Context: an optimization exercise on an open-source flow, tuned for small area and a short achievable clock period. The choices shown serve that exercise and are no tape-out recipe. Function was checked by simulation only, so behaviour that the tests miss may differ from the original. Power figures rest on the tool's default switching activity, not on a simulated workload.

### flow/design.v
package spi_pkg;
    localparam logic [7:0] CMD_DRAW   = 8'h01;
    localparam logic [7:0] CMD_UPLOAD = 8'h02;
    localparam logic [7:0] CMD_CLEAR  = 8'h03;
    localparam logic [7:0] CMD_STATUS = 8'h04;
    localparam int STAT_OVF_BIT   = 7;
    localparam int STAT_FULL_BIT  = 6;
    localparam int STAT_EMPTY_BIT = 5;
    localparam int STAT_LVL_W     = 5;
    typedef struct packed {
        logic [7:0]  id;
        logic [15:0] x;
        logic [15:0] y;
        logic [7:0]  scale;
    } draw_entry_t;
    typedef enum logic [2:0] {
        ST_IDLE,
        ST_CMD,
        ST_DRAW,
        ST_UP_SEL,
        ST_UP_ADDR_H,
        ST_UP_ADDR_L,
        ST_UP_DATA,
        ST_DISCARD
    } state_t;
    function automatic logic [7:0] status_byte(input logic ovf, input logic full,
                                               input logic empty, input logic [31:0] level);
        logic [7:0] s;
        s = '0;
        s[STAT_OVF_BIT]          = ovf;
        s[STAT_FULL_BIT]         = full;
        s[STAT_EMPTY_BIT]        = empty;
        s[STAT_LVL_W-1:0]        = (level > 31) ? 5'd31 : level[STAT_LVL_W-1:0];
        status_byte = s;
    endfunction
endpackage
module draw_fifo
#(
    parameter int  DEPTH = 32
) (
    input  logic                     i_core_clk,
    input  logic                     i_arst_n,
    input  logic                     i_push,
    input  spi_pkg::draw_entry_t     i_push_dat,
    input  logic                     i_pop,
    input  logic                     i_clr,
    output spi_pkg::draw_entry_t     o_head_dat,
    output logic                     o_empty,
    output logic                     o_full,
    output logic [$clog2(DEPTH):0]   o_level,
    output logic                     o_overflow
);
    localparam int RN = 31;      
    logic [RN-1:0][47:0] r_ring;
    logic [47:0]   r_head;
    logic [RN-1:0] r_rd_oh;      
    logic [4:0]    r_phase;
    logic [4:0]    r_wr_neg;
    logic          r_pend;       
    logic [5:0]    r_level;
    logic          r_nempty;     
    logic          w_empty;
    logic          r_full;
    logic          r_ovf;
    logic [47:0]   w_dat;
    logic          w_inject;
    logic          w_pop;
    logic          w_lvl1, w_lvl2, w_lvl31, w_ge2;
    function automatic logic [4:0] inc31(input logic [4:0] v);
        inc31 = (v == 5'd30) ? 5'd0 : v + 5'd1;
    endfunction
    function automatic logic [4:0] dec31(input logic [4:0] v);
        dec31 = (v == 5'd0) ? 5'd30 : v - 5'd1;
    endfunction
    assign w_empty  = ~r_nempty;
    assign w_dat    = i_push_dat;
    assign w_lvl1   = (r_level == 6'd1);
    assign w_lvl2   = (r_level == 6'd2);
    assign w_lvl31  = (r_level == 6'd31);
    assign w_ge2    = ~w_empty & ~w_lvl1;
    assign w_pop    = i_pop & ~w_empty;
    assign w_inject = r_pend & (r_phase == r_wr_neg);
    always_ff @(posedge i_core_clk) begin
        r_ring <= {r_ring[RN-2:0], w_inject ? w_dat : r_ring[RN-1]};
    end
    logic          w_take_ring;
    logic          w_take_dat;
    logic          w_take_head;
    logic [47:0]   w_ring_rd;
    assign w_take_ring = ~i_clr & w_pop & w_ge2 & ~(r_pend & w_lvl2);
    assign w_take_dat  = ~i_clr & (w_pop ? ((r_pend & w_lvl2) | (w_lvl1 & i_push))
                                         : (w_empty & i_push));
    assign w_take_head = ~i_clr & ~w_pop & ~(w_empty & i_push);
    always_comb begin
        w_ring_rd = '0;
        for (int i = 0; i < RN; i++)
            w_ring_rd = w_ring_rd | ({48{r_rd_oh[i]}} & r_ring[i]);
    end
    logic w_ring_push;
    assign w_ring_push = i_push & ~i_clr & ~w_empty & (w_pop ? ~w_lvl1 : ~r_full);
    logic [5:0] w_lvl_inc, w_lvl_dec;
    assign w_lvl_inc = r_level + 6'd1;
    assign w_lvl_dec = r_level - 6'd1;
    always_ff @(posedge i_core_clk or negedge i_arst_n) begin
        if (!i_arst_n) begin
            r_head   <= '0;
            r_rd_oh  <= RN'(1);
            r_phase  <= '0;
            r_wr_neg <= '0;
            r_pend   <= 1'b0;
            r_level  <= '0;
            r_nempty <= 1'b0;
            r_full   <= 1'b0;
            r_ovf    <= 1'b0;
        end else begin
            r_head  <= ({48{w_take_ring}} & w_ring_rd) | ({48{w_take_dat}} & w_dat)
                     | ({48{w_take_head}} & r_head);
            r_phase <= inc31(r_phase);
            r_pend  <= w_ring_push | (r_pend & ~w_inject);
            if (i_clr) begin
                r_rd_oh  <= RN'(1);
                r_wr_neg <= inc31(r_phase);
                r_level  <= '0;
                r_nempty <= 1'b0;
                r_full   <= 1'b0;
                r_ovf    <= 1'b0;
            end else begin
                r_rd_oh  <= (w_pop & w_ge2) ? {r_rd_oh[RN-3:0], r_rd_oh[RN-1:RN-2]}
                                            : {r_rd_oh[RN-2:0], r_rd_oh[RN-1]};
                if (w_ring_push) r_wr_neg <= dec31(r_wr_neg);
                if (w_pop) begin
                    r_level <= i_push ? r_level : w_lvl_dec;
                    r_nempty <= i_push | ~w_lvl1;
                    r_full  <= i_push & r_full;
                end else begin
                    r_level <= (i_push & ~r_full) ? w_lvl_inc : r_level;
                    r_nempty <= r_nempty | i_push;
                    r_full  <= r_full | (i_push & w_lvl31);
                    if (i_push && r_full) r_ovf <= 1'b1;
                end
            end
        end
    end
    assign o_head_dat = r_head;
    assign o_empty    = w_empty;
    assign o_full     = r_full;
    assign o_level    = r_level;
    assign o_overflow = r_ovf;
endmodule
module spi_frame_receiver
#(
    parameter int SPRITE_NUM    = 16,
    parameter int SPRITE_ADDR_W = 12,
    parameter int QUEUE_DEPTH   = 32,
    parameter int SYNC_STAGES   = 2
) (
    input  logic                            clock,
    input  logic                            reset_n,
    input  logic                            spi_sck,
    input  logic                            spi_mosi,
    input  logic                            spi_cs_n,
    output logic                            spi_miso,
    output logic [$clog2(SPRITE_NUM)-1:0]   sprite_w_select,
    output logic                            sprite_w_en,
    output logic [SPRITE_ADDR_W-1:0]        sprite_w_addr,
    output logic [7:0]                      sprite_w_data,
    input  logic                            dequeue,
    output logic                            is_empty,
    output logic [7:0]                      sprite_id,
    output logic [15:0]                     sprite_x,
    output logic [15:0]                     sprite_y,
    output logic [7:0]                      sprite_scale,
    output logic [$clog2(QUEUE_DEPTH):0]    queue_level,
    output logic                            overflow
);
    localparam int SEL_W = $clog2(SPRITE_NUM);
    localparam int LVL_W = $clog2(QUEUE_DEPTH) + 1;
    logic [SYNC_STAGES-1:0] r_sck_sync;
    logic [SYNC_STAGES-1:0] r_mosi_sync;
    logic [SYNC_STAGES-1:0] r_cs_sync;
    logic                   r_sck_prev;
    logic                   r_cs_prev;
    logic [7:0]  r_shift;
    logic [2:0]  r_bit_cnt;
    logic        r_byte_vld;
    logic [6:0]  r_miso_sr;      
    logic        r_miso;         
    spi_pkg::state_t        r_state;
    logic [2:0]             r_grp;
    spi_pkg::draw_entry_t   r_entry;
    logic [SEL_W-1:0]       r_sel;
    logic [SPRITE_ADDR_W-1:0] r_ptr;
    logic [SPRITE_ADDR_W-1:0] r_waddr;
    logic [7:0]             r_wdata;
    logic                   r_wen;
    logic                   r_push;
    logic                   r_clr;
    logic        w_sck;
    logic        w_mosi;
    logic        w_cs;
    logic        w_sck_rise;
    logic        w_sck_fall;
    logic        w_frame_start;
    logic        w_byte_done;
    spi_pkg::draw_entry_t w_head;
    logic        w_empty;
    logic        w_full;
    logic        w_overflow;
    logic [LVL_W-1:0] w_level;
    logic [7:0]  w_status;
    always_ff @(posedge clock or negedge reset_n) begin
        if (!reset_n) begin
            r_sck_sync  <= '0;
            r_cs_sync   <= '1;
            r_sck_prev  <= 1'b0;
            r_cs_prev   <= 1'b1;
        end else begin
            r_sck_sync  <= SYNC_STAGES'({r_sck_sync, spi_sck});
            r_cs_sync   <= SYNC_STAGES'({r_cs_sync, spi_cs_n});
            r_sck_prev  <= w_sck;
            r_cs_prev   <= w_cs;
        end
    end
    always_ff @(posedge clock) begin
        r_mosi_sync <= SYNC_STAGES'({r_mosi_sync, spi_mosi});
    end
    assign w_sck         = r_sck_sync[SYNC_STAGES-1];
    assign w_mosi        = r_mosi_sync[SYNC_STAGES-1];
    assign w_cs          = r_cs_sync[SYNC_STAGES-1];
    assign w_sck_rise    = w_sck & ~r_sck_prev & ~w_cs;
    assign w_sck_fall    = ~w_sck & r_sck_prev;
    assign w_frame_start = r_cs_prev & ~w_cs;
    assign w_byte_done   = w_sck_rise & (r_bit_cnt == 3'd7);
    always_ff @(posedge clock or negedge reset_n) begin
        if (!reset_n) begin
            r_bit_cnt  <= '0;
            r_byte_vld <= 1'b0;
        end else if (w_cs) begin
            r_bit_cnt  <= '0;
            r_byte_vld <= 1'b0;
        end else begin
            r_byte_vld <= w_byte_done;
            if (w_sck_rise) r_bit_cnt <= r_bit_cnt + 3'd1;
        end
    end
    always_ff @(posedge clock) begin
        if (w_sck_rise) r_shift <= {r_shift[6:0], w_mosi};
    end
    assign w_status = spi_pkg::status_byte(w_overflow, w_full, w_empty, 32'(w_level));
    always_ff @(posedge clock or negedge reset_n) begin
        if (!reset_n) begin
            r_miso_sr <= '0;
            r_miso    <= 1'b0;
        end else if (w_cs) begin
            r_miso_sr <= '0;
            r_miso    <= 1'b0;
        end else if (w_frame_start) begin
            r_miso_sr <= w_status[6:0];
            r_miso    <= w_status[7];
        end else if (w_byte_done) begin
            r_miso_sr <= '0;
            r_miso    <= 1'b0;
        end else if (w_sck_fall) begin
            r_miso_sr <= {r_miso_sr[5:0], 1'b0};
            r_miso    <= r_miso_sr[6];
        end
    end
    assign spi_miso = r_miso;
    always_ff @(posedge clock or negedge reset_n) begin
        if (!reset_n) begin
            r_state <= spi_pkg::ST_IDLE;
            r_grp   <= '0;
            r_sel   <= '0;
            r_waddr <= '0;
            r_wdata <= '0;
            r_wen   <= 1'b0;
            r_push  <= 1'b0;
            r_clr   <= 1'b0;
        end else begin
            r_wen  <= 1'b0;
            r_push <= 1'b0;
            r_clr  <= 1'b0;
            if (w_cs) begin
                r_state <= spi_pkg::ST_IDLE;
                r_grp   <= '0;
            end else if (r_state == spi_pkg::ST_IDLE) begin
                r_state <= spi_pkg::ST_CMD;
            end else if (r_byte_vld) begin
                case (r_state)
                    spi_pkg::ST_CMD: begin
                        case (r_shift)
                            spi_pkg::CMD_DRAW: begin
                                r_state <= spi_pkg::ST_DRAW;
                                r_grp   <= '0;
                            end
                            spi_pkg::CMD_UPLOAD: r_state <= spi_pkg::ST_UP_SEL;
                            spi_pkg::CMD_CLEAR: begin
                                r_clr   <= 1'b1;
                                r_state <= spi_pkg::ST_DISCARD;
                            end
                            default: r_state <= spi_pkg::ST_DISCARD;
                        endcase
                    end
                    spi_pkg::ST_DRAW: begin
                        if (r_grp == 3'd5) r_push <= 1'b1;
                        r_grp <= (r_grp == 3'd5) ? 3'd0 : r_grp + 3'd1;
                    end
                    spi_pkg::ST_UP_SEL: begin
                        r_sel   <= r_shift[SEL_W-1:0];
                        r_state <= spi_pkg::ST_UP_ADDR_H;
                    end
                    spi_pkg::ST_UP_ADDR_H: r_state <= spi_pkg::ST_UP_ADDR_L;
                    spi_pkg::ST_UP_ADDR_L: r_state <= spi_pkg::ST_UP_DATA;
                    spi_pkg::ST_UP_DATA: begin
                        r_wen   <= 1'b1;
                        r_waddr <= r_ptr;
                        r_wdata <= r_shift;
                    end
                    default: ;
                endcase
            end
        end
    end
    always_ff @(posedge clock) begin
        if (!w_cs && r_byte_vld) begin
            if (r_state == spi_pkg::ST_DRAW) begin
                case (r_grp)
                    3'd0:    r_entry.id       <= r_shift;
                    3'd1:    r_entry.x[15:8]  <= r_shift;
                    3'd2:    r_entry.x[7:0]   <= r_shift;
                    3'd3:    r_entry.y[15:8]  <= r_shift;
                    3'd4:    r_entry.y[7:0]   <= r_shift;
                    default: r_entry.scale    <= r_shift;
                endcase
            end
            if (r_state == spi_pkg::ST_UP_ADDR_H) r_ptr[SPRITE_ADDR_W-1:8] <= r_shift[SPRITE_ADDR_W-9:0];
            if (r_state == spi_pkg::ST_UP_ADDR_L) r_ptr[7:0] <= r_shift;
            if (r_state == spi_pkg::ST_UP_DATA)   r_ptr <= r_ptr + SPRITE_ADDR_W'(1);
        end
    end
    draw_fifo #(
        .DEPTH (QUEUE_DEPTH)
    ) u_draw_fifo (
        .i_core_clk (clock),
        .i_arst_n   (reset_n),
        .i_push     (r_push),
        .i_push_dat (r_entry),
        .i_pop      (dequeue),
        .i_clr      (r_clr),
        .o_head_dat (w_head),
        .o_empty    (w_empty),
        .o_full     (w_full),
        .o_level    (w_level),
        .o_overflow (w_overflow)
    );
    assign sprite_w_select = r_sel;
    assign sprite_w_en     = r_wen;
    assign sprite_w_addr   = r_waddr;
    assign sprite_w_data   = r_wdata;
    assign is_empty        = w_empty;
    assign sprite_id       = w_head.id;
    assign sprite_x        = w_head.x;
    assign sprite_y        = w_head.y;
    assign sprite_scale    = w_head.scale;
    assign queue_level     = w_level;
    assign overflow        = w_overflow;
endmodule
### flow/config.mk
export PLATFORM = sky130hd
export DESIGN_NAME = spi_frame_receiver
export DESIGN_NICKNAME = spi_frame_receiver
export VERILOG_FILES = /design/flow/design.v
export SDC_FILE = /design/flow/constraint.sdc
export NUM_CORES = 4
export LEC_CHECK = 0
export CAP_MARGIN = 20
export CORE_MARGIN = 2
export CORE_UTILIZATION = 80
export CTS_CLUSTER_DIAMETER = 45
export CTS_CLUSTER_SIZE = 24
export PLACE_DENSITY = 0.88
export SETUP_SLACK_MARGIN = 3.2
export SLEW_MARGIN = 20
### flow/constraint.sdc
create_clock -name core_clock -period 5.5 [get_ports {clock}]
set_input_delay 1.1000 -clock core_clock [delete_from_list [all_inputs] [get_ports {clock}]]
set_output_delay 1.1000 -clock core_clock [all_outputs]
set_load 0.01 [all_outputs]
### flow/run.sh
#!/bin/bash
# synth_recipe.tcl (not shown) runs the flow's synth.tcl, then flattens the netlist and writes it again
# the make line also repeats each setting of config.mk as NAME=value (left out here)
make -C /OpenROAD-flow-scripts/flow DESIGN_CONFIG=/design/flow/config.mk WORK_HOME=/design/flow/orfs CLKGATE_MAP_FILE= SYNTH_SCRIPT=/design/flow/synth_recipe.tcl finish
==> results.json, run 1 <==
{
  "netlist_area_sq_um": 47000,
  "synth_fp_nets": 3369,
  "start_util_pct": 81.2,
  "port_buffers": 87,
  "haltStage": "5_1_grt",
  "status": "aborted with a tool error",
  "yosysWarnings": 2,
  "preCtsSetupSlack_ns": 1.98,
  "grt_usage_pct": 89.7,
  "worst_endpoint": "sprite_x[1]",
  "cts_made_buffers": 133,
  "synth_top_area_cell": "dfxtp_1",
  "overflow": 482,
  "syn_area_per_cell_sq_um": 14.0,
  "clock-sinks": 1708,
  "io_pins": 88,
  "async_flop_share_pct": 8.78,
  "synthDominantCellAreaShare_pct": 63.4,
  "ys_types": 65,
  "dieHeight_um": 246,
  "rows": 88,
  "ys_seq_area_share_pct": 75.8,
  "synthFlopType": "dfxtp_1",
  "placed_cells": 4053,
  "postSynthCellCount": 3352,
  "worst-ep-kind": "top-level output",
  "antenna_found_initial": 50,
  "synth_area_leaders": "dfxtp_1, dfrtp_1, a22oi_1",
  "synth_edf_count": 68,
  "post-dp-hpwl_mm": 76.9,
  "gp_congestion": 0.913,
  "h-tree-depth": 4,
  "ys_ff_latch": 1708,
  "cts_max_path_buffers": 3,
  "grt_max_degree": 85,
  "die_w_um": 246,
  "error": "[ERROR GRT-0232] Routing congestion too high. Check the congestion heatmap in the GUI.",
  "clock-root-buffer": "clkbuf_16"
}
layer usage:
metal  overflow  global-route usage (%)
met1         30                    89.6
met2        230                    98.1
met3         23                    82.3
met4        195                    90.2
met5          4                    61.7
power by group through the flow:
stage	registers (W)	logic (W)	clock network, W
2_1_floorplan	0.0128	0.000310	0
3_3_place_gp	0.0129	0.000427	0
3_5_place_dp	0.0129	0.000439	0
4_1_cts	0.0125	0.000590	0.00996
repair_timing:
item                                    4_1_cts
gates resized for setup                     451
endpoints found under the setup margin      215
hold buffers                                  0
gates cloned                                  2
endpoints found under the hold margin         0
buffers inserted                             54
pin swaps                                     3
metrics by stage:
stage	power (W)	cell area, sq um	hold slack, ns
3_3_place_gp	0.0133	48500	0.321
2_1_floorplan	0.0131	47000	0.310
4_1_cts	0.0231	53600	0.330
3_5_place_dp	0.0133	48500	0.314
worst max path at each step:
stage	endpoint	slack (ns)	cells past startpoint
floorplan	r_entry[10]	3.33	4
global placement	u_draw_fifo.r_rd_oh[19]	2.11	5
detailed placement	u_draw_fifo.r_rd_oh[16]	1.98	5
CTS	sprite_x[1]	3.03	1
kinds of logic after synthesis:
logic type	count (synthesis)	synth area share, %
DFF	1708	75.8
AOI/OAI and AO/OA	918	15.2
and+or+nand+nor	398	4.53
buffers and inverters	216	1.92
muxes	74	1.77
xor gates and xnor gates	27	0.503
adders and majority gates	11	0.293
Yosys cell counts, types with 3 or more instances:
library cell,n
nand2_1,97
o211ai_1,3
nor3b_1,3
xnor2_1,16
a31oi_1,3
buf_1,34
buf_2,17
nor2_1,32
inv_1,13
dfrtp_1,146
o21ai_0,45
clkbuf_1,140
a211oi_1,5
o21ai_2,21
ha_1,11
a222oi_1,48
a22o_1,139
nand3_1,29
a21o_1,4
nor4_1,9
mux2_2,64
dfxtp_1,1490
nand4_1,138
a21oi_1,53
nand2b_1,4
a22oi_1,442
nor3_1,53
a221oi_1,139
xor2_1,11
nor2b_1,8
buf_4,4
mux2_1,8
edfxtp_1,68
buf_6,4
dfstp_2,4
o31ai_1,6
and3_1,5
==> run 2, diff against run 1 <==
--- a/flow/config.mk
+++ b/flow/config.mk
@@ -7,9 +7,9 @@
 export LEC_CHECK = 0
 export CAP_MARGIN = 20
 export CORE_MARGIN = 2
-export CORE_UTILIZATION = 80
-export CTS_CLUSTER_DIAMETER = 45
+export CORE_UTILIZATION = 65
+export CTS_CLUSTER_DIAMETER = 80
 export CTS_CLUSTER_SIZE = 24
-export PLACE_DENSITY = 0.88
+export PLACE_DENSITY = 0.75
 export SETUP_SLACK_MARGIN = 3.2
 export SLEW_MARGIN = 20
==> run 2 against run 1 <==
  * Now clean on timing, DRC and antenna
  * Synthesized cell count stayed put
  * Synthesized area unchanged
==> results.json, run 2 <==
{
  "rsz0062_at_grt": "true",
  "synth_area_leaders": "dfxtp_1, dfrtp_1, a22oi_1",
  "drv_cap": 0,
  "drtIter0Drc": 4560,
  "first_pass_iters": 8,
  "grt_usage_pct": 36.2,
  "p_per_area_nw_per_um2": 383,
  "antenna_found_initial": 0,
  "ys_seq_area_share_pct": 75.8,
  "grt_max_degree": 78,
  "slowest_delay_ns": 0.45,
  "worst_pin_slew_ns": 0.961,
  "vias": 30800,
  "totalWireLength_mm": 139,
  "ys_top_cells_by_count": "dfxtp_1, a22oi_1, dfrtp_1",
  "cpMaxStageDelayCell": "dfrtp_1",
  "dieHeight_um": 273,
  "clock-sinks": 1708,
  "preCtsSetupSlack_ns": 1.97,
  "largest_registers": "u_draw_fifo.r_ring x1488, r_entry x48, u_draw_fifo.r_head x48",
  "r2r_start": "r_byte_vld",
  "cts_max_path_buffers": 3,
  "rr_worst_depth": 4,
  "postSynthCellCount": 3352,
  "drive_gt1_share_pct": 13.0,
  "hold_end": "u_draw_fifo.r_ring[1217]",
  "required_ns": 4.40,
  "wl_per_cell_um": 31.3,
  "setup_ws_ns": 3.11,
  "setup_violations": 0,
  "crit_path_end_kind": "output port",
  "synth.most_common_cell": "dfxtp_1",
  "path_class": "reg2out",
  "yosysWarnings": 2,
  "r2r_end": "r_entry[0]",
  "port_buffers": 87,
  "post-dp-hpwl_mm": 75.8,
  "status": "complete, no violations",
  "regMostFlops": "u_draw_fifo.r_ring",
  "finalPower_w": 0.0198,
  "final_cell_mix": "dfxtp_1, a22oi_1, a22o_1, a221oi_1, nand4_1",
  "core_area_sq_um": 71600,
  "synthDominantCellAreaShare_pct": 63.4,
  "cp_cell_sequence": "buf_2",
  "cts_made_buffers": 81,
  "maxSlewViolCount": 0,
  "final-hold-violation-count": 0,
  "fill_cells": 4598,
  "crit_arrival_ns": 1.29,
  "synth_top_area_cell": "dfxtp_1",
  "cts.clk_slew.worst_paths_ns": 0.09,
  "critPathMaxFanout": 2,
  "ant_nets": 0,
  "ys_ff_latch": 1708,
  "die_w_um": 273,
  "hp-class": "reg2reg",
  "post-route-drc-count": 0,
  "finalCritPeriodShare_pct": 43.4,
  "power_leakage_nw": 19.7,
  "fin_nets": 3459,
  "clock-root-buffer": "clkbuf_16",
  "clock_latency_ns": 0.67,
  "synth_fp_nets": 3369,
  "ys_types": 65,
  "dieArea_sq_um": 74500,
  "fmax_mhz": 419,
  "overflow": 0,
  "via_per_inst": 6.94,
  "path_buf_inv": 1,
  "synth_edf_count": 68,
  "async_flop_share_pct": 8.78,
  "io_pins": 88,
  "cp.depth": 1,
  "grt_pass1_wl_mm": 199,
  "utilization_pct": 72.2,
  "hold_path_depth": 0,
  "critical-path-top-delay-family": "flip-flops",
  "hold_start": "u_draw_fifo.r_ring[1169]",
  "grt_pass1_vias": 30800,
  "synthToLayoutAreaGrowth_pct": 10.0,
  "cts_tree": "yes",
  "tns_ns": 0,
  "slew_headroom_pct": 35.5,
  "fin_skew_ns": 0.0308,
  "start_util_pct": 65.7,
  "antenna_cells": 0,
  "post-route-min-period_ns": 2.39,
  "synthFlopType": "dfxtp_1",
  "rows": 98,
  "vdd_ir_drop_max_mv": 0.290,
  "largest_register_ffs": 1488,
  "ctsHoldBuffers": 0,
  "reg2reg_slack_ns": 3.20,
  "netlist_area_sq_um": 47000,
  "crit_path_start_kind": "register",
  "final_common_cell": "dfxtp_1",
  "gp_congestion": 0.892,
  "syn_area_per_cell_sq_um": 14.0,
  "h-tree-depth": 3
}
==> run 2: metal layers <==
metal,GRT usage (%),up-vias,wire (um)
li1,-,12700,-
met1,49.6,15400,53800
met2,56.5,2245,62600
met3,6.67,467,15900
met4,16.6,0,6590
met5,0,-,0
==> run 2: area by class of cell <==
type                       instances  area, sq um  share of cell area [%]
clock buffer                     127         2320                    4.48
clock inverter                     3         36.3                  0.0701
inverter                          13         48.8                  0.0943
multi-input combinational       1430        10600                    20.6
sequential                      1708        35700                    69.0
tap                              950         1190                    2.30
timing repair buffer             208         1800                    3.48
==> run 2: how the worst max path moves through the flow <==
| stage | startpoint | to | slack [ns] |
|---|---|---|---|
| 4_1_cts | u_draw_fifo.r_nempty | is_empty | 3.01 |
| 2_1_floorplan | r_state[2] | r_entry[10] | 3.33 |
| 3_3_place_gp | dequeue | u_draw_fifo.r_rd_oh[6] | 2.05 |
| 3_5_place_dp | dequeue | u_draw_fifo.r_head[12] | 1.97 |
| 5_1_grt | u_draw_fifo.r_nempty | is_empty | 3.08 |
| 6_report | u_draw_fifo.r_head[26] | sprite_x[2] | 3.11 |
==> run 2: where the power goes <==
part,internal (W),switching (W),total [W],leakage [nW]
Sequential,0.0125,0.0000390,0.0125,14.6
Clock,0.00293,0.00376,0.00669,1.13
Combinational,0.000191,0.000410,0.000601,4.03
==> run 2: kinds of logic after synthesis <==
kind of cell	synth area share, %
flip-flops	75.8
buffers and inverters	1.92
AO/OA/AOI/OAI	15.2
XOR/XNOR	0.503
adder cells (fa/ha/maj)	0.293
multiplexers	1.77
AND/OR/NAND/NOR	4.53
==> run 2: timing repair <==
action | CTS | global route
cloned | 1 | 1
setup endpoints to repair | 229 | 179
pin swaps | 0 | 2
buffers inserted | 38 | 18
resized for setup | 394 | 32
==> run 2: stage by stage <==
stage / area (sq um) / hold slack (ns) / instances
final: 51700 / 0.337 / 4439
after detailed placement: 48900 / 0.336 / 4251
after global routing: 51700 / 0.342 / 4439
after CTS: 51400 / 0.338 / 4420
after global placement: 48900 / 0.333 / 4251
after floorplan: 47000 / 0.310 / 3352
==> run 3, diff against run 2 <==
--- a/flow/config.mk
+++ b/flow/config.mk
@@ -7,9 +7,9 @@
 export LEC_CHECK = 0
 export CAP_MARGIN = 20
 export CORE_MARGIN = 2
-export CORE_UTILIZATION = 65
+export CORE_UTILIZATION = 60
 export CTS_CLUSTER_DIAMETER = 80
 export CTS_CLUSTER_SIZE = 24
-export PLACE_DENSITY = 0.75
+export PLACE_DENSITY = 0.7
 export SETUP_SLACK_MARGIN = 3.2
 export SLEW_MARGIN = 20
==> run 3 against run 2 <==
  * Still clean on timing, DRC and antenna
  * Global-route usage is 3.5 points lower
  * Register-to-register slack better by 0.03 ns
  * Setup slack improved by 0.0047 ns
  * Sequential share of layout area barely moved
  * Die area grew 8.2%
  * Maximum frequency increased by 0.20%
  * Clock power down 1%
  * Sequential power hardly changed
  * Synthesized cell count unchanged
  * First-iteration DRC count fell by 8.0%
  * Combinational power up 4.0%
  * Flip-flop and latch count unchanged
  * Critical endpoint unchanged
==> results.json, run 3 <==
{
  "wl_per_cell_um": 30.0,
  "core_area_sq_um": 77500,
  "drv_cap": 0,
  "status": "complete, no violations",
  "final_common_cell": "dfxtp_1",
  "cts_tree": "yes",
  "fin_skew_ns": 0.0227,
  "yosysWarnings": 2,
  "maxSlewViolCount": 0,
  "rsz0062_at_grt": "true",
  "path_buf_inv": 1,
  "grt_pass1_vias": 30100,
  "synthFlopType": "dfxtp_1",
  "cts.clk_slew.worst_paths_ns": 0.09,
  "post-route-drc-count": 0,
  "setup_violations": 0,
  "largest_registers": "u_draw_fifo.r_ring x1488, r_entry x48, u_draw_fifo.r_head x48",
  "route.met2.wl_mm": 62.2,
  "io_pins": 88,
  "path_class": "reg2out",
  "first_pass_iters": 9,
  "synth.most_common_cell": "dfxtp_1",
  "crit_path_start_kind": "register",
  "synthDominantCellAreaShare_pct": 63.4,
  "reg2reg_slack_ns": 3.23,
  "synth_top_area_cell": "dfxtp_1",
  "dieArea_sq_um": 80600,
  "dieHeight_um": 284,
  "totalWireLength_mm": 135,
  "ys_types": 65,
  "synthToLayoutAreaGrowth_pct": 9.97,
  "h-tree-depth": 3,
  "overflow": 0,
  "drtIter0Drc": 4194,
  "power_leakage_nw": 19.6,
  "regMostFlops": "u_draw_fifo.r_ring",
  "ctsHoldBuffers": 0,
  "wirelength_met1_mm": 54.5,
  "clock-root-buffer": "clkbuf_16",
  "ys_ff_latch": 1708,
  "cts_max_path_buffers": 3,
  "routed.top_layer": "met4",
  "hp-class": "reg2reg",
  "postSynthCellCount": 3352,
  "tns_ns": 0,
  "antenna_found_initial": 2,
  "vdd_ir_drop_max_mv": 0.257,
  "finalPower_w": 0.0198,
  "ys_seq_area_share_pct": 75.8,
  "grt_pass1_wl_mm": 197,
  "wl_met3_mm": 14.0,
  "crit_path_end_kind": "output port",
  "final_cell_mix": "dfxtp_1, a22oi_1, a22o_1, a221oi_1, nand4_1",
  "cpMaxStageDelayCell": "dfrtp_2",
  "slew_headroom_pct": 34.1,
  "ys_top_cells_by_count": "dfxtp_1, a22oi_1, dfrtp_1",
  "clock_latency_ns": 0.67,
  "vias": 30000,
  "worst_pin_slew_ns": 0.989,
  "gp_congestion": 0.870,
  "port_buffers": 87,
  "clock-sinks": 1708,
  "fmax_mhz": 419,
  "netlist_area_sq_um": 47000,
  "die_w_um": 284,
  "finalCritPeriodShare_pct": 43.3,
  "critPathMaxFanout": 2,
  "syn_area_per_cell_sq_um": 14.0,
  "fin_nets": 3438,
  "start_util_pct": 60.7,
  "fill_cells": 5506,
  "synth_edf_count": 68,
  "drive_gt1_share_pct": 12.3,
  "p_per_area_nw_per_um2": 382,
  "cts_made_buffers": 81,
  "final-hold-violation-count": 0,
  "grt_max_degree": 113,
  "ant_nets": 0,
  "post-route-min-period_ns": 2.38,
  "antenna_cells": 0,
  "synth_fp_nets": 3369,
  "rows": 102,
  "slowest_delay_ns": 0.47,
  "via_per_inst": 6.65,
  "critical-path-top-delay-family": "flip-flops",
  "grt_usage_pct": 32.7,
  "async_flop_share_pct": 8.78,
  "synth_area_leaders": "dfxtp_1, dfrtp_1, a22oi_1",
  "required_ns": 4.40,
  "cp_cell_sequence": "buf_6",
  "crit_arrival_ns": 1.28,
  "post-dp-hpwl_mm": 72.7,
  "largest_register_ffs": 1488
}
run 3: cell counts after synthesis:
Identical to the previous run, type by type.
run 3: cell families (layout without fill, tap and decap cells):
logic type / count (synthesis) / after routing / synth area share [%]
AO/OA/AOI/OAI: 918 / 919 / 15.2
XOR/XNOR: 27 / 27 / 0.503
adder cells (fa/ha/maj): 11 / 11 / 0.293
buffers and inverters: 216 / 335 / 1.92
flip-flops: 1708 / 1708 / 75.8
multiplexers: 74 / 74 / 1.77
AND/OR/NAND/NOR: 398 / 398 / 4.53
run 3: final timing paths:
kind | start | to | cells after the start
setup / recovery | u_draw_fifo.r_head[26] | sprite_x[2] | 1
hold / removal | u_draw_fifo.r_ring[566] | u_draw_fifo.r_ring[614] | 0
setup reg to reg | u_draw_fifo.r_rd_oh[28] | u_draw_fifo.r_head[30] | 6
hold reg to reg | u_draw_fifo.r_ring[566] | u_draw_fifo.r_ring[614] | 0
max in group asynchronous | reset_n | u_draw_fifo.r_rd_oh[13] | 2
min in group asynchronous | reset_n | r_waddr[8] | 1
run 3: routing by layer:
metal  up-vias  global-route usage, %
li1      12700                      -
met1     15100                   45.0
met2      1916                   52.1
met3       301                   5.72
met4         0                   12.1
met5         -                      0
run 3: final cells by class:
cell class / count / area [sq um] / area share, %
Sequential cell: 1708 / 35700 / 69.1
Multi-Input combinational cell: 1429 / 10600 / 20.5
Clock buffer: 130 / 2270 / 4.40
Timing Repair Buffer: 188 / 1700 / 3.28
Tap cell: 1040 / 1300 / 2.52
Clock inverter: 4 / 50.0 / 0.0968
Inverter: 13 / 48.8 / 0.0944
run 3: where the power goes:
| part | switching, W | leakage [nW] | internal [W] |
|---|---|---|---|
| Combinational | 0.000420 | 3.93 | 0.000205 |
| Clock | 0.00374 | 1.11 | 0.00288 |
| Sequential | 0.0000373 | 14.6 | 0.0125 |
run 3: timing repair:
item,4_1_cts,5_1_grt
resized for setup,407,50
setup buffers,45,10
endpoints found under the setup margin,233,158
pin swaps,3,1
cloned,1,1
run 3: through the flow:
step                util [%]  hold WS (ns)  cell area, sq um  setup slack, ns  instances
floorplan                  -         0.310             47000             3.33       3352
global placement        63.0         0.323             48800             1.98       4321
detailed placement      63.0         0.324             48800             2.03       4321
CTS                     66.4         0.339             51400             3.08       4501
global route            66.8         0.348             51700             3.10       4512
finish                  66.8         0.338             51700             3.12       4512
==> run 4, diff against run 3 <==
--- a/flow/config.mk
+++ b/flow/config.mk
@@ -11,5 +11,5 @@
 export CTS_CLUSTER_DIAMETER = 80
 export CTS_CLUSTER_SIZE = 24
 export PLACE_DENSITY = 0.7
-export SETUP_SLACK_MARGIN = 3.2
+export SETUP_SLACK_MARGIN = 3.35
 export SLEW_MARGIN = 20
==> run 4 against run 3 <==
  * Still clean
  * Register-to-register slack improved by 0.15 ns
  * Synthesized cell count is the same
  * Clock skew is 0.0037 ns higher
  * Sequential power about the same
  * Cell area grew 1.6%
  * Final cell count grew 1.3%
  * Largest cell class unchanged
  * Highest routed layer unchanged
==> results.json, run 4 <==
{
  "path_buf_inv": 1,
  "ys_top_cells_by_count": "dfxtp_1, a22oi_1, dfrtp_1",
  "grt_usage_pct": 33.1,
  "synth_top_area_cell": "dfxtp_1",
  "grt_pass1_vias": 30200,
  "preCtsSetupSlack_ns": 2.03,
  "slew_headroom_pct": 30.9,
  "core_area_sq_um": 77500,
  "io_pins": 88,
  "drv_cap": 0,
  "wl_per_cell_um": 30.8,
  "drtIter0Drc": 4277,
  "first_pass_iters": 6,
  "netlist_area_sq_um": 47000,
  "maxSlewViolCount": 0,
  "clock-root-buffer": "clkbuf_16",
  "hold_start": "u_draw_fifo.r_ring[933]",
  "final-hold-violation-count": 0,
  "clock-sinks": 1708,
  "post-route-min-period_ns": 2.41,
  "h-tree-depth": 3,
  "fill_cells": 5379,
  "path_class": "reg2out",
  "ys_ff_latch": 1708,
  "totalWireLength_mm": 141,
  "synth_top_family_by_area": "compound AO/OA/AOI/OAI gates",
  "synthToLayoutAreaGrowth_pct": 11.8,
  "vias": 30300,
  "ys_seq_area_share_pct": 75.8,
  "regMostFlops": "u_draw_fifo.r_ring",
  "final_cell_mix": "dfxtp_1, a22oi_1, a22o_1, a221oi_1, nand4_1",
  "largest_register_ffs": 1488,
  "antenna_found_initial": 2,
  "start_util_pct": 60.7,
  "cts.clk_slew.worst_paths_ns": 0.09,
  "required_ns": 4.40,
  "slowest_delay_ns": 0.48,
  "drive_gt1_share_pct": 13.8,
  "overflow": 0,
  "multi_input_area_sq_um": 10700,
  "critPathMaxFanout": 2,
  "grt_pass1_wl_mm": 199,
  "cp_cell_sequence": "buf_6",
  "hold_end": "u_draw_fifo.r_ring[981]",
  "dpl_cell_area_sq_um": 48800,
  "postLayoutCellArea_sq_um": 52600,
  "port_buffers": 87,
  "ctsHoldBuffers": 0,
  "dieArea_sq_um": 80600,
  "setup_ws_ns": 3.09,
  "synth-simple-area-share_pct": 4.53,
  "fmax_mhz": 416,
  "rows": 102,
  "setup_violations": 0,
  "r2r_start": "u_draw_fifo.r_rd_oh[28]",
  "die_w_um": 284,
  "cp.depth": 1,
  "crit_path_start_kind": "register",
  "cts_max_path_buffers": 3,
  "tns_ns": 0,
  "post-dp-hpwl_mm": 72.7,
  "synth_fp_nets": 3369,
  "synth_edf_count": 68,
  "finalCritPeriodShare_pct": 43.7,
  "reg2reg_slack_ns": 3.38,
  "via_per_inst": 6.64,
  "ant_nets": 0,
  "rsz0062_at_grt": "true",
  "crit_arrival_ns": 1.31,
  "cts_made_buffers": 81,
  "final_common_cell": "dfxtp_1",
  "synth_area_leaders": "dfxtp_1, dfrtp_1, a22oi_1",
  "crit_path_end_kind": "output port",
  "ys_types": 65,
  "synth.most_common_cell": "dfxtp_1",
  "worst_pin_slew_ns": 1.04,
  "finalPower_w": 0.0198,
  "r2r_end": "u_draw_fifo.r_head[27]",
  "synth_compound_area_share_pct": 15.2,
  "vdd_ir_drop_max_mv": 0.248,
  "gp_congestion": 0.870,
  "hold_path_depth": 0,
  "largest_registers": "u_draw_fifo.r_ring x1488, r_entry x48, u_draw_fifo.r_head x48",
  "grt_max_degree": 113,
  "clock_latency_ns": 0.67,
  "hp-class": "reg2reg",
  "post-route-drc-count": 0,
  "cpMaxStageDelayCell": "dfrtp_2",
  "synth-xor-area-share_pct": 0.503,
  "fin_nets": 3493,
  "rr_worst_depth": 5,
  "status": "complete, no violations",
  "async_flop_share_pct": 8.78,
  "syn_area_per_cell_sq_um": 14.0,
  "yosysWarnings": 2,
  "regArea_sq_um": 35800,
  "postSynthCellCount": 3352,
  "synthDominantCellAreaShare_pct": 63.4,
  "cts_tree": "yes",
  "power_leakage_nw": 20.0,
  "synthAdderAreaFrac_pct": 0.293,
  "synthMuxAreaShare_pct": 1.77,
  "p_per_area_nw_per_um2": 377,
  "synthFlopType": "dfxtp_1",
  "fin_skew_ns": 0.0264,
  "dieHeight_um": 284,
  "critical-path-top-delay-family": "flip-flops"
}
-- run 4: cell types whose count changed in the layout (fill, tap and decap cells not counted), moves of 5 or more --
cell	delta
buf_16	+7
clkbuf_16	+5
buf_4	+34
buf_8	+13
buf_12	+7
dfrtp_2	-12
buf_6	-12
dfrtp_4	+12
-- run 4: power breakdown --
group	switching (W)	internal [W]
clock network	0.00377	0.00288
registers	0.0000381	0.0125
logic	0.000428	0.000217
total	0.00423	0.0156
-- run 4: cells by family (layout without fill, tap and decap cells) --
group / Yosys count / in the layout
other cells: 0 / 2
simple gates: 398 / 399
flops: 1708 / 1708
compound gates: 918 / 919
mux: 74 / 74
buf+inv: 216 / 389
xor+xnor: 27 / 27
fa+ha+maj: 11 / 11
-- run 4: area by class of cell --
cell class / count / area share [%]
well taps: 1040 / 2.48
multi-input cells: 1430 / 20.3
clock inverters: 4 / 0.0952
clock buffers: 130 / 4.33
repair buffers: 242 / 4.70
diodes: 2 / 0.00952
flip-flops and latches: 1708 / 68.0
inverters: 13 / 0.0928
-- run 4: per-stage QoR --
step | std cells | hold slack, ns | utilization [%]
2_1_floorplan | 3352 | 0.310 | -
3_3_place_gp | 4321 | 0.323 | 63.0
3_5_place_dp | 4321 | 0.324 | 63.0
4_1_cts | 4508 | 0.339 | 66.7
5_1_grt | 4567 | 0.346 | 67.8
6_report | 4569 | 0.343 | 67.8
-- run 4: timing repair --
item,in CTS,in global routing
gates resized for setup,452,66
cloned,1,7
buffers inserted,52,52
pin swaps,4,3
endpoints found under the setup margin,237,215
-- run 4: worst max path at each step --
| stage | start | end | slack [ns] |
|---|---|---|---|
| 6_report | u_draw_fifo.r_head[26] | sprite_x[2] | 3.09 |
| 5_1_grt | u_draw_fifo.r_head[26] | sprite_x[2] | 3.09 |
| 3_3_place_gp | dequeue | u_draw_fifo.r_rd_oh[19] | 1.98 |
| 2_1_floorplan | r_state[2] | r_entry[10] | 3.33 |
| 3_5_place_dp | dequeue | u_draw_fifo.r_head[3] | 2.03 |
| 4_1_cts | u_draw_fifo.r_head[26] | sprite_x[2] | 3.08 |
-- run 4: per-layer routing --
metal | share of wire (%) | GRT usage [%]
met4 | 4.0 | 12.6
met2 | 46 | 52.7
met1 | 40 | 45.2
met3 | 11 | 6.51
met5 | 0 | 0
==> run 5, diff against run 4 <==
--- a/flow/config.mk
+++ b/flow/config.mk
@@ -8,8 +8,8 @@
 export CAP_MARGIN = 20
 export CORE_MARGIN = 2
 export CORE_UTILIZATION = 60
-export CTS_CLUSTER_DIAMETER = 80
-export CTS_CLUSTER_SIZE = 24
+export CTS_CLUSTER_DIAMETER = 70
+export CTS_CLUSTER_SIZE = 28
 export PLACE_DENSITY = 0.7
-export SETUP_SLACK_MARGIN = 3.35
+export SETUP_SLACK_MARGIN = 3.2
 export SLEW_MARGIN = 20
==> run 5 against run 4 <==
  * Combinational power down 4.6%
  * Utilization shrank 1.2 points
  * Power fell by 0.98%
  * Clock-buffer cell count decreased by 17
  * Largest cell class unchanged
  * Flip-flop and latch count unchanged
  * Largest power group unchanged
  * Register-to-register slack worse by 0.16 ns
==> results.json, run 5 <==
{
  "status": "complete, no violations",
  "cts_tree": "yes",
  "grt_pass1_vias": 30000,
  "tns_ns": 0,
  "clock-root-buffer": "clkbuf_16",
  "gp_congestion": 0.870,
  "path_buf_inv": 1,
  "setup_violations": 0,
  "synth_top_area_cell": "dfxtp_1",
  "worst_pin_slew_ns": 1.02,
  "core_area_sq_um": 77500,
  "drv_cap": 0,
  "ys_types": 65,
  "cts.clk_slew.worst_paths_ns": 0.10,
  "netlist_area_sq_um": 47000,
  "fin_skew_ns": 0.0361,
  "h-tree-depth": 3,
  "ant_nets": 0,
  "post-dp-hpwl_mm": 72.7,
  "fill_cells": 5508,
  "synth_area_leaders": "dfxtp_1, dfrtp_1, a22oi_1",
  "crit_arrival_ns": 1.27,
  "final-hold-violation-count": 0,
  "io_pins": 88,
  "rsz0062_at_grt": "true",
  "cts_max_path_buffers": 3,
  "grt_usage_pct": 32.5,
  "dieArea_sq_um": 80600,
  "grt_max_degree": 113,
  "post-route-min-period_ns": 2.37,
  "synthToLayoutAreaGrowth_pct": 9.72,
  "ys_ff_latch": 1708,
  "wl_per_cell_um": 29.9,
  "async_flop_share_pct": 8.78,
  "regMostFlops": "u_draw_fifo.r_ring",
  "synth.most_common_cell": "dfxtp_1",
  "slew_headroom_pct": 32.1,
  "power_leakage_nw": 19.6,
  "fin_nets": 3434,
  "dieHeight_um": 284,
  "port_buffers": 87,
  "drtIter0Drc": 4317,
  "ys_seq_area_share_pct": 75.8,
  "syn_area_per_cell_sq_um": 14.0,
  "path_class": "reg2out",
  "finalPower_w": 0.0196,
  "postSynthCellCount": 3352,
  "fmax_mhz": 422,
  "die_w_um": 284,
  "start_util_pct": 60.7,
  "ctsHoldBuffers": 0,
  "required_ns": 4.40,
  "synth_edf_count": 68,
  "critPathMaxFanout": 2,
  "finalCritPeriodShare_pct": 43.1,
  "largest_registers": "u_draw_fifo.r_ring x1488, r_entry x48, u_draw_fifo.r_head x48",
  "yosysWarnings": 2,
  "critical-path-top-delay-family": "flip-flops",
  "cp_cell_sequence": "buf_6",
  "crit_path_end_kind": "output port",
  "cpMaxStageDelayCell": "dfrtp_2",
  "p_per_area_nw_per_um2": 380,
  "rows": 102,
  "post-route-drc-count": 0,
  "clock_latency_ns": 0.65,
  "totalWireLength_mm": 135,
  "final_common_cell": "dfxtp_1",
  "antenna_found_initial": 2,
  "clock-sinks": 1708,
  "first_pass_iters": 8,
  "hp-class": "reg2reg",
  "synth_fp_nets": 3369,
  "via_per_inst": 6.64,
  "overflow": 0,
  "largest_register_ffs": 1488,
  "crit_path_start_kind": "register",
  "vdd_ir_drop_max_mv": 0.287,
  "synthDominantCellAreaShare_pct": 63.4,
  "utilization_pct": 66.6,
  "ys_top_cells_by_count": "dfxtp_1, a22oi_1, dfrtp_1",
  "slowest_delay_ns": 0.48,
  "cts_made_buffers": 73,
  "regArea_sq_um": 35700,
  "multi_input_area_sq_um": 10600,
  "maxSlewViolCount": 0,
  "grt_pass1_wl_mm": 196,
  "final_cell_mix": "dfxtp_1, a22oi_1, a22o_1, a221oi_1, nand4_1",
  "vias": 29900,
  "synthFlopType": "dfxtp_1",
  "drive_gt1_share_pct": 12.4
}
==> run 5: cell families (layout without fill, tap and decap cells) <==
logic type,Yosys count,after routing,synth area share [%]
AO/OA/AOI/OAI,918,919,15.2
XOR/XNOR,27,27,0.503
adder cells (fa/ha/maj),11,11,0.293
buffers and inverters,216,327,1.92
flip-flops,1708,1708,75.8
multiplexers,74,74,1.77
other,0,1,0
AND/OR/NAND/NOR,398,398,4.53
==> run 5: worst paths after layout <==
| kind | startpoint | to | slack (ns) | cells after the start |
|---|---|---|---|---|
| hold reg to reg | u_draw_fifo.r_ring[833] | u_draw_fifo.r_ring[881] | 0.34 | 0 |
| setup / recovery | u_draw_fifo.r_head[26] | sprite_x[2] | 3.13 | 1 |
| min in group asynchronous | reset_n | r_waddr[10] | 0.38 | 1 |
| setup reg to reg | u_draw_fifo.r_rd_oh[2] | u_draw_fifo.r_head[33] | 3.22 | 6 |
| hold / removal | u_draw_fifo.r_ring[833] | u_draw_fifo.r_ring[881] | 0.34 | 0 |
| max in group asynchronous | reset_n | u_draw_fifo.r_rd_oh[13] | 3.98 | 2 |
==> run 5: routing by layer <==
| metal | vias up | wire [um] | part of all wire (%) | global-route usage [%] |
|---|---|---|---|---|
| li1 | 12700 | - | - | - |
| met4 | 0 | 5030 | 3.7 | 12.3 |
| met1 | 15000 | 54100 | 40 | 44.5 |
| met3 | 345 | 13700 | 10 | 6.12 |
| met5 | - | 0 | 0 | 0 |
| met2 | 1885 | 62000 | 46 | 51.7 |
==> run 5: what timing repair did <==
| action | 4_1_cts | 5_1_grt |
|---|---|---|
| setup buffers | 45 | 13 |
| gates resized for setup | 402 | 39 |
| pin swaps | 3 | 2 |
| endpoints found under the setup margin | 231 | 128 |
| gates cloned | 1 | 1 |
==> run 5: layout make-up <==
| type | count | share of cell area, % |
|---|---|---|
| repair buffers | 192 | 3.31 |
| flip-flops and latches | 1708 | 69.2 |
| diodes | 1 | 0.00485 |
| well taps | 1040 | 2.52 |
| clock buffers | 113 | 4.02 |
| multi-input cells | 1429 | 20.6 |
| inverters | 13 | 0.0946 |
| clock inverters | 9 | 0.276 |
==> run 5: through the flow <==
step / cell area (sq um) / hold slack, ns / cells / worst slack [ns]
global route: 51600 / 0.338 / 4504 / 3.10
detailed placement: 48800 / 0.324 / 4321 / 2.03
floorplan: 47000 / 0.310 / 3352 / 3.33
finish: 51600 / 0.341 / 4505 / 3.13
global placement: 48800 / 0.323 / 4321 / 1.98
CTS: 51300 / 0.338 / 4489 / 3.09
==> run 5: power breakdown <==
part	internal, W	switching, W
sequential	0.0125	0.0000364
clock	0.00273	0.00375
combinational	0.000199	0.000417

-- static timing again, ports no longer ideal --
No port has a modelled driver above. Below, the same layouts with a new extraction and two added sets of constraints.
Step 1: set_driving_cell puts a clkbuf_16 on clock and a buf_2 on each other input, an assumption about the parent block.
Step 2 times the ports against the registers' clock, not the clock port: input delays grow and output delays shrink by t, the midpoint of the rising clock arrivals with the driver on.
Slacks: ideal / step 1 / step 2; pairs: ideal / step 1.
run	t, ns	slack for setup (ns)	worst hold slack (ns)	worst register clock-pin slew, ns	pins driven straight from the clock port
run 2	0.720	3.111 / 3.044 / 2.683	0.337 / 0.337 / 0.337	0.10 / 0.10	1
run 3	0.722	3.116 / 3.050 / 2.821	0.338 / 0.332 / 0.338	0.10 / 0.10	1
run 4	0.722	3.095 / 3.027 / 2.683	0.343 / 0.331 / 0.343	0.10 / 0.10	1
run 5	0.702	3.128 / 3.061 / 2.662	0.341 / 0.341 / 0.341	0.11 / 0.11	1
After both steps setup and hold are still met in every run listed. The setup slack of run 5, which loses most, moves by -0.067 ns with the drivers and by -0.466 ns with both steps.
